Source: an optimization exercise on an open RTL-to-GDS flow (aim: small area, a short achievable clock period and few clock cycles). Production flows keep margins and buffers that such runs may drop. Function was checked by simulation only, so behaviour that the tests miss may differ from the original.

job 101:
==> flow/design.v (excerpt) <==
module euclid_top
(
  input  wire logic        cr_intf,
  input  wire logic        rst_n,
  input  wire logic        job_start,
  input  wire logic        job_shape,       
  input  wire logic [7:0]  job_p0_x,
  input  wire logic [7:0]  job_p0_y,
  input  wire logic [7:0]  job_p1_x,
  input  wire logic [7:0]  job_p1_y,
  input  wire logic [7:0]  job_p2_x,
  input  wire logic [7:0]  job_p2_y,
  input  wire logic [15:0] job_color,
  input  wire logic [2:0]  job_bzdepth,
  input  wire logic        pxl_ready,
  output logic             busy,
  output logic             job_done,
  output logic             pxl_valid,
  output logic [7:0]       pxl_x,
  output logic [7:0]       pxl_y,
  output logic [15:0]      pxl_color
);
make LEC_CHECK=0 CAP_MARGIN=20 CORE_MARGIN=2 CORE_UTILIZATION=40 CTS_BUF_LIST=sky130_fd_sc_hd__clkbuf_8 SETUP_SLACK_MARGIN=2.4 SLEW_MARGIN=20 finish   # period 5.5 ns
run.sh (not shown) runs the stock make flow with config.mk's settings and CLKGATE_MAP_FILE= SYNTH_SCRIPT=/design/flow/synth_recipe.tcl, a recipe that flattens the netlist after the stock synthesis.
Testbench counts of job 101, summed over its fixed seeds: cycles 68,592.
> inputs changed (job 101 -> job 102)
--- a/flow/config.mk
+++ b/flow/config.mk
@@ -12 +12 @@
-export SETUP_SLACK_MARGIN = 2.4
+export SETUP_SLACK_MARGIN = 1.6
Findings:
- Re count of clock-buffer cells in the layout: no difference whatsoever between job 101 and job 102.
- Job 102 vs. job 101: share of the clock period used by the worst path after layout higher; layout cell share with drive strength beyond 1 decreased by 11 points relative to the old numbers; number of enable flip-flop cells after synthesis stayed essentially flat.
- Changes observed in job 102 relative to job 101: minimum clock period after layout saw an increase; buffer depth of the longest clock path did not really move.
- The length of routed met2 wiring in job 102 is 0.921 times that in job 101.

* * *

Another version of the RTL of euclid_top (not shown whole).
Size in the first run: ~1200 cells after synthesis, roughly 140 flip-flops, ~110 I/O pins, about 11000 µm² of cells after synthesis.
Design euclid_top, start of the top module:
module euclid_top
(
  input  wire logic        cr_intf,
  input  wire logic        rst_n,
  input  wire logic        job_start,
  input  wire logic        job_shape,       
  input  wire logic [7:0]  job_p0_x,
  input  wire logic [7:0]  job_p0_y,
  input  wire logic [7:0]  job_p1_x,
  input  wire logic [7:0]  job_p1_y,
  input  wire logic [7:0]  job_p2_x,
  input  wire logic [7:0]  job_p2_y,
  input  wire logic [15:0] job_color,
  input  wire logic [2:0]  job_bzdepth,
  input  wire logic        pxl_ready,
  output logic             busy,
  output logic             job_done,
  output logic             pxl_valid,
  output logic [7:0]       pxl_x,
  output logic [7:0]       pxl_y,
  output logic [15:0]      pxl_color
);
clock: 5.5 ns
lec_check: 0
cap_margin: 20
core_margin: 2
core_utilization: 40
cts_buf_list: sky130_fd_sc_hd__clkbuf_8
setup_slack_margin: 1.6
slew_margin: 20
standard.sh (not shown) runs the stock make flow with config.mk's settings and CLKGATE_MAP_FILE= SYNTH_SCRIPT=/design/flow/synth_recipe.tcl, a recipe that flattens the netlist after the stock synthesis.
==> flow/flow/run.sh <==
#!/bin/bash
# Standard layout, with plain buf_1 cells (instead of the default delay-buffer
# cell) for the port buffers. Full make output goes to make.log.
set -euo pipefail
export BUFFER_PORTS_ARGS="-buffer_cell sky130_fd_sc_hd__buf_1"
bash standard.sh > make.log 2>&1
Testbench counts at the start, summed over its fixed seeds: cycles 68,592.
Edit:
==> flow/flow/run.sh (replaced) <==
#!/bin/bash
# Standard layout, with plain buf_2 cells (instead of the default delay-buffer
# cell) for the port buffers. Full make output goes to make.log.
set -euo pipefail
export BUFFER_PORTS_ARGS="-buffer_cell sky130_fd_sc_hd__buf_2"
bash standard.sh > make.log 2>&1
- SETUP_SLACK_MARGIN: 1.6 -> 1.4
The new run passed the timing, design-rule and antenna checks; via count falls by 1.3%; global-route usage decreases by 0.44 points; design area fell by 1.5%; count of clock-buffer cells in the layout stays the same; critical path depth stays the same; fmax goes down by 3.8%; worst setup slack is worse by 0.15 ns; final cell count fell by 0.95%; sequential share of layout area climbs by 0.49 points.

* * *

The RTL this note starts from:
==> flow/design.v <==
`default_nettype none
package euclid_pkg;
  localparam int X_W = 8;
  localparam int Y_W = 8;
endpackage
`default_nettype wire
`timescale 1ns/1ps
`default_nettype none
module euclid_top
(
  input  wire logic        cr_intf,
  input  wire logic        rst_n,
  input  wire logic        job_start,
  input  wire logic        job_shape,       
  input  wire logic [7:0]  job_p0_x,
  input  wire logic [7:0]  job_p0_y,
  input  wire logic [7:0]  job_p1_x,
  input  wire logic [7:0]  job_p1_y,
  input  wire logic [7:0]  job_p2_x,
  input  wire logic [7:0]  job_p2_y,
  input  wire logic [15:0] job_color,
  input  wire logic [2:0]  job_bzdepth,
  input  wire logic        pxl_ready,
  output logic             busy,
  output logic             job_done,
  output logic             pxl_valid,
  output logic [7:0]       pxl_x,
  output logic [7:0]       pxl_y,
  output logic [15:0]      pxl_color
);
  assign pxl_color = job_color;
  logic start_c;
  assign start_c = job_start & ~busy;
  logic [1:0] lp_c;
  always_comb
  begin
    case (job_bzdepth)
      3'd0, 3'd1: lp_c = 2'd0;
      3'd2:       lp_c = 2'd1;
      default:    lp_c = 2'd2;
    endcase
  end
  logic       g_act;
  logic [1:0] g_lvl;         
  logic       g_st;          
  logic [1:0] g_j;           
  logic [1:0] g_e;           
  logic [7:0] ta_x, ta_y, tb_x, tb_y, tc_x, tc_y;
  function automatic logic [7:0] mid(input logic [7:0] a, input logic [7:0] b);
    logic [8:0] s;
    logic       cy;
    cy = 1'b0;
    for (int i = 0; i < 8; i++)
    begin
      s[i] = a[i] ^ b[i] ^ cy;
      cy   = (a[i] & b[i]) | (cy & (a[i] ^ b[i]));
    end
    s[8] = cy;
    mid  = s[8:1];
  endfunction
  function automatic logic [7:0] step1(input logic [7:0] x, input logic up);
    logic t;
    t = 1'b1;
    for (int i = 0; i < 8; i++)
    begin
      step1[i] = x[i] ^ t;
      t        = t & (x[i] ^ ~up);
    end
  endfunction
  logic [7:0] mab_x, mab_y, mbc_x, mbc_y;
  assign mab_x = mid(ta_x, tb_x);
  assign mab_y = mid(ta_y, tb_y);
  assign mbc_x = mid(tb_x, tc_x);
  assign mbc_y = mid(tb_y, tc_y);
  logic       g_emit;        
  logic       g_jlast;
  logic       g_last;
  logic       g_dir;
  logic [7:0] g_ep_x, g_ep_y;
  logic       g_take;
  assign g_emit  = g_act & (g_lvl == lp_c);
  assign g_jlast = (lp_c == 2'd0) | ((lp_c == 2'd1) & g_j[0]) | (g_j == 2'd3);
  assign g_last  = (g_e == 2'd3) & g_jlast;
  assign g_dir   = ((lp_c == 2'd2) & (g_lvl == 2'd0)) ? g_j[1] : g_j[0];
  always_comb
  begin
    case (g_e)
      2'd0, 2'd1: begin g_ep_x = mab_x; g_ep_y = mab_y; end
      2'd2:       begin g_ep_x = tb_x;  g_ep_y = tb_y;  end
      default:    begin g_ep_x = tc_x;  g_ep_y = tc_y;  end
    endcase
  end
  logic       ne_v, ne_last;
  logic [7:0] ne_x, ne_y;
  logic       ne_take;
  assign g_take = g_emit & (~ne_v | ne_take);
  logic [7:0] ps_x, ps_y;    
  logic [7:0] en_x, en_y;    
  logic [7:0] dx, dy;
  logic       sx, sy;
  logic signed [9:0] err;
  logic       cur_last;
  assign pxl_x = ps_x;
  assign pxl_y = ps_y;
  logic at_end, accept, line_free;    
  logic [7:0] xm, ym;
  logic       eq_x, eq_y;
  assign xm   = step1(ps_x, sx);
  assign ym   = step1(ps_y, sy);
  assign eq_x = step_x ? (xm == en_x) : (ps_x == en_x);
  assign eq_y = step_y ? (ym == en_y) : (ps_y == en_y);
  assign accept    = pxl_valid & pxl_ready;
  assign job_done  = accept & at_end & cur_last;
  assign line_free = ~pxl_valid | (accept & at_end & ~cur_last);
  assign ne_take   = busy & line_free & ne_v;
  logic [8:0] ddx_a, ddx_b, ddy_a, ddy_b;
  logic [7:0] ndx, ndy;
  logic       nsx, nsy;
  assign ddx_a = {1'b0, ne_x} - {1'b0, en_x};
  assign ddx_b = {1'b0, en_x} - {1'b0, ne_x};
  assign ddy_a = {1'b0, ne_y} - {1'b0, en_y};
  assign ddy_b = {1'b0, en_y} - {1'b0, ne_y};
  assign nsx   = ~ddx_a[8];
  assign nsy   = ~ddy_a[8];
  assign ndx   = nsx ? ddx_a[7:0] : ddx_b[7:0];
  assign ndy   = nsy ? ddy_a[7:0] : ddy_b[7:0];
  logic signed [10:0] tx, ty;
  logic step_x, step_y;
  logic signed [9:0] err_x, err_y, err_xy, err_nx;
  assign tx     = {err, 1'b0};                            
  assign ty     = -$signed({3'b000, dy});
  assign step_x = (tx > ty);                              
  assign step_y = (tx < $signed({3'b000, dx}));           
  assign err_x  = err - $signed({2'b00, dy});
  assign err_y  = err + $signed({2'b00, dx});
  assign err_xy = err + $signed({2'b00, dx}) - $signed({2'b00, dy});
  assign err_nx = ({10{step_x &  step_y}} & err_xy) |
                  ({10{step_x & ~step_y}} & err_x) |
                  ({10{~step_x}}          & err_y);
  always_ff @(posedge cr_intf or negedge rst_n)
  begin
    if (!rst_n)
    begin
      busy      <= 1'b0;
      pxl_valid <= 1'b0;
      ne_v      <= 1'b0;
      g_act     <= 1'b0;
    end
    else
    begin
      if (start_c)
      begin
        busy      <= 1'b1;
        pxl_valid <= 1'b0;
        ne_v      <= ~job_shape | (job_bzdepth == 3'd0);
        g_act     <= job_shape;
      end
      else
      begin
        if (job_done)
        begin
          busy      <= 1'b0;
          pxl_valid <= 1'b0;
        end
        else if (busy & line_free)
          pxl_valid <= ne_v;
        if (g_take)
          ne_v <= 1'b1;
        else if (ne_take)
          ne_v <= 1'b0;
        if (g_take & g_last)
          g_act <= 1'b0;
      end
    end
  end
  always_ff @(posedge cr_intf)
  begin
    if (start_c)
    begin
      ps_x     <= job_p0_x;
      ps_y     <= job_p0_y;
      en_x     <= job_p0_x;
      en_y     <= job_p0_y;
      ne_x     <= job_p1_x;
      ne_y     <= job_p1_y;
      ne_last  <= ~job_shape;
      ta_x     <= job_p0_x;
      ta_y     <= job_p0_y;
      tb_x     <= job_p1_x;
      tb_y     <= job_p1_y;
      tc_x     <= job_p2_x;
      tc_y     <= job_p2_y;
      g_lvl    <= 2'd0;
      g_e      <= (job_bzdepth == 3'd0) ? 2'd3 : 2'd0;
      g_st     <= 1'b0;
      g_j      <= 2'd0;
    end
    else
    begin
      if (g_act & ~g_emit)
      begin
        g_st <= ~g_st;
        if (!g_st)
        begin
          if (g_dir)
          begin
            ta_x <= mab_x; ta_y <= mab_y;
            tb_x <= mbc_x; tb_y <= mbc_y;
          end
          else
          begin
            tb_x <= mab_x; tb_y <= mab_y;
            tc_x <= mbc_x; tc_y <= mbc_y;
          end
        end
        else
        begin
          g_lvl <= g_lvl + 2'd1;
          if (g_dir)
          begin
            ta_x <= mab_x; ta_y <= mab_y;
          end
          else
          begin
            tc_x <= mbc_x; tc_y <= mbc_y;
          end
        end
      end
      else if (g_take)
      begin
        g_e <= g_e + 2'd1;
        if (g_e == 2'd0)
        begin
          ta_x <= mab_x; ta_y <= mab_y;
          tb_x <= mbc_x; tb_y <= mbc_y;
        end
        if (g_e == 2'd3)
        begin
          g_j   <= g_j + 2'd1;
          g_lvl <= 2'd0;
          ta_x  <= job_p0_x; ta_y <= job_p0_y;
          tb_x  <= job_p1_x; tb_y <= job_p1_y;
          tc_x  <= job_p2_x; tc_y <= job_p2_y;
        end
      end
      if (g_take)
      begin
        ne_x    <= g_ep_x;
        ne_y    <= g_ep_y;
        ne_last <= g_last;
      end
      if (ne_take)
      begin
        en_x     <= ne_x;
        en_y     <= ne_y;
        dx       <= ndx;
        dy       <= ndy;
        sx       <= nsx;
        sy       <= nsy;
        err      <= $signed({2'b00, ndx}) - $signed({2'b00, ndy});
        cur_last <= ne_last;
        at_end   <= (ne_x == en_x) & (ne_y == en_y);
      end
      else if (accept & ~at_end)
      begin
        err    <= err_nx[9:0];
        at_end <= eq_x & eq_y;
        if (step_x)
          ps_x <= xm;
        if (step_y)
          ps_y <= ym;
      end
    end
  end
endmodule
`default_nettype wire
Settings: LEC_CHECK=0, CAP_MARGIN=20, CORE_MARGIN=2, CORE_UTILIZATION=40, CTS_BUF_LIST=sky130_fd_sc_hd__clkbuf_8, SETUP_SLACK_MARGIN=1.8, SLEW_MARGIN=20; clock period 5.5 ns.
run.sh (not shown) runs the stock make flow with config.mk's settings and CLKGATE_MAP_FILE= SYNTH_SCRIPT=/design/flow/synth_recipe.tcl, a recipe that flattens the netlist after the stock synthesis.
Stock flow here: none of the scripts above is used.
The starting point completed with no timing, DRC or antenna violations.
Testbench counts at the start, summed over its fixed seeds: cycles 68,592.
==> next run, changes <==
==> flow/flow/run.sh (new file) <==
#!/bin/bash
# Standard layout, with plain buf_2 cells (instead of the default delay-buffer
# cell) for the port buffers. Full make output goes to make.log.
set -euo pipefail
export BUFFER_PORTS_ARGS="-buffer_cell sky130_fd_sc_hd__buf_2"
bash standard.sh > make.log 2>&1
==> flow/standard.sh (new file) <==
#!/bin/bash
# synth_recipe.tcl (not shown) runs the flow's synth.tcl, then flattens the netlist and writes it again
# the make line also repeats each setting of config.mk as NAME=value (left out here)
make -C /OpenROAD-flow-scripts/flow DESIGN_CONFIG=/design/flow/config.mk WORK_HOME=/design/flow/orfs CLKGATE_MAP_FILE= SYNTH_SCRIPT=/design/flow/synth_recipe.tcl "${@:-finish}"
- CORE_UTILIZATION: 40 -> 65
- PLACE_DENSITY: not set -> 0.8
- SETUP_SLACK_MARGIN: 1.8 -> 1.6
removed: flow/run.sh
Effect: Cell area came out lower by 5.7%; count of clock-buffer cells in the layout stays the same; global-route usage rose by 11 points; worst setup slack loses 0.12 ns.
==> next run, changes <==
==> flow/run.sh (new file) <==
#!/bin/bash
# synth_recipe.tcl (not shown) runs the flow's synth.tcl, then flattens the netlist and writes it again
# the make line also repeats each setting of config.mk as NAME=value (left out here)
make -C /OpenROAD-flow-scripts/flow DESIGN_CONFIG=/design/flow/config.mk WORK_HOME=/design/flow/orfs CLKGATE_MAP_FILE= SYNTH_SCRIPT=/design/flow/synth_recipe.tcl finish
- CORE_UTILIZATION: 65 -> 40
- CTS_CLUSTER_DIAMETER: not set -> 80
- CTS_CLUSTER_SIZE: not set -> 40
- PLACE_DENSITY: 0.8 -> not set
removed: flow/flow/run.sh
removed: flow/standard.sh
Result:
- global-route usage went down by 11 points
- worst setup slack gains 0.0031 ns
- critical path depth grows by 2
- routed wire length went up by 1.7%
- clock skew shrinks by 0.0048 ns
- first-iteration DRC count is lower by 43%
- cell count came out higher by 7.9%
- die area rose by 60%
==> next run, changes <==
==> flow/flow/run.sh (new file) <==
#!/bin/bash
# Standard layout, with plain buf_2 cells (instead of the default delay-buffer
# cell) for the port buffers, and no dummy clock loads in CTS. Full make
# output goes to make.log.
set -euo pipefail
export BUFFER_PORTS_ARGS="-buffer_cell sky130_fd_sc_hd__buf_2"
export CTS_ARGS="-sink_clustering_enable -repair_clock_nets -buf_list sky130_fd_sc_hd__clkbuf_8 -dont_use_dummy_load"
bash standard.sh > make.log 2>&1
==> flow/standard.sh (new file) <==
#!/bin/bash
# synth_recipe.tcl (not shown) runs the flow's synth.tcl, then flattens the netlist and writes it again
# the make line also repeats each setting of config.mk as NAME=value (left out here)
make -C /OpenROAD-flow-scripts/flow DESIGN_CONFIG=/design/flow/config.mk WORK_HOME=/design/flow/orfs CLKGATE_MAP_FILE= SYNTH_SCRIPT=/design/flow/synth_recipe.tcl "${@:-finish}"
- CTS_CLUSTER_DIAMETER: 80 -> not set
- CTS_CLUSTER_SIZE: 40 -> not set
removed: flow/run.sh
=> Global-route usage decreases by 0.59 points; clock-buffer cell count stays the same; non-clock buffer count decreases by 2; first-iteration DRC count increases by 30%; wire length decreases by 2.9%; worst setup slack is worse by 0.030 ns; hold slack is better by 0.0064 ns.
==> next run, changes <==
==> flow/flow/run.sh (replaced) <==
#!/bin/bash
# Standard layout, with plain buf_2 cells (instead of the default delay-buffer
# cell) for the port buffers. Full make output goes to make.log.
set -euo pipefail
export BUFFER_PORTS_ARGS="-buffer_cell sky130_fd_sc_hd__buf_2"
bash standard.sh > make.log 2>&1
- SETUP_SLACK_MARGIN: 1.6 -> 1.7
=> The new run finished clean. Flip-flop and latch count stays the same. Clock-buffer cell count stays the same. Die area does not change. Setup slack is better by 0.0075 ns. Routed wire length goes up by about 0.9%. Sequential share of layout area decreases by 0.68 points. Via count increases by about 0.6%.
==> next run, changes <==
- SETUP_SLACK_MARGIN: 1.7 -> 1.8
The changed run finished clean.
Core utilization rose by 1.1 points.
Global-route usage hardly moves.
Synthesized area does not change.
Setup slack improves by 0.042 ns.
Maximum frequency rose by 1.1%.
Wire length rose by 0.99%.
Critical path depth fell by 1.
Cell count rose by about 1.1%.

[what the ideal ports hide]
The results above use ideal ports. As a check the final layouts listed here were re-extracted and re-timed, cells and wires unchanged. Step 1 sets driving cells, clkbuf_16 on the clock port and buf_2 on the other inputs (assumed; they add their load-dependent delay and slew). Step 2, shift: input delay + t, output delay - t, t = (earliest + latest rising clock arrival at the registers) / 2. This alone moves slack from input paths to output paths. a / b / c = ideal ports / drivers / drivers and shift; a / b = the first two.
run	t (ns)	slack for setup (ns)	worst register clock-pin slew, ns	cell pins on the clock port's net
job 101	0.506	1.735 / 1.735 / 1.735	0.09 / 0.09	1
job 102	0.507	1.647 / 1.624 / 1.444	0.09 / 0.09	1
the first run of note 2	0.498	1.676 / 1.676 / 1.465	0.09 / 0.09	1
the second run of note 2	0.484	1.523 / 1.523 / 1.523	0.09 / 0.09	1
the first run of note 3	0.497	1.807 / 1.807 / 1.506	0.09 / 0.09	1
the second run of note 3	0.507	1.688 / 1.688 / 1.491	0.09 / 0.09	1
the third run of note 3	0.497	1.691 / 1.691 / 1.386	0.09 / 0.09	1
the fourth run of note 3	0.487	1.661 / 1.661 / 1.520	0.08 / 0.08	1
the fifth run of note 3	0.492	1.668 / 1.668 / 1.583	0.08 / 0.08	1
the sixth run of note 3	0.494	1.710 / 1.710 / 1.520	0.09 / 0.09	1
After both steps setup and hold are still met in every run listed. For the third run of note 3, which loses most, drivers alone change the setup slack by 0.000 ns; drivers and shift together by -0.305 ns.
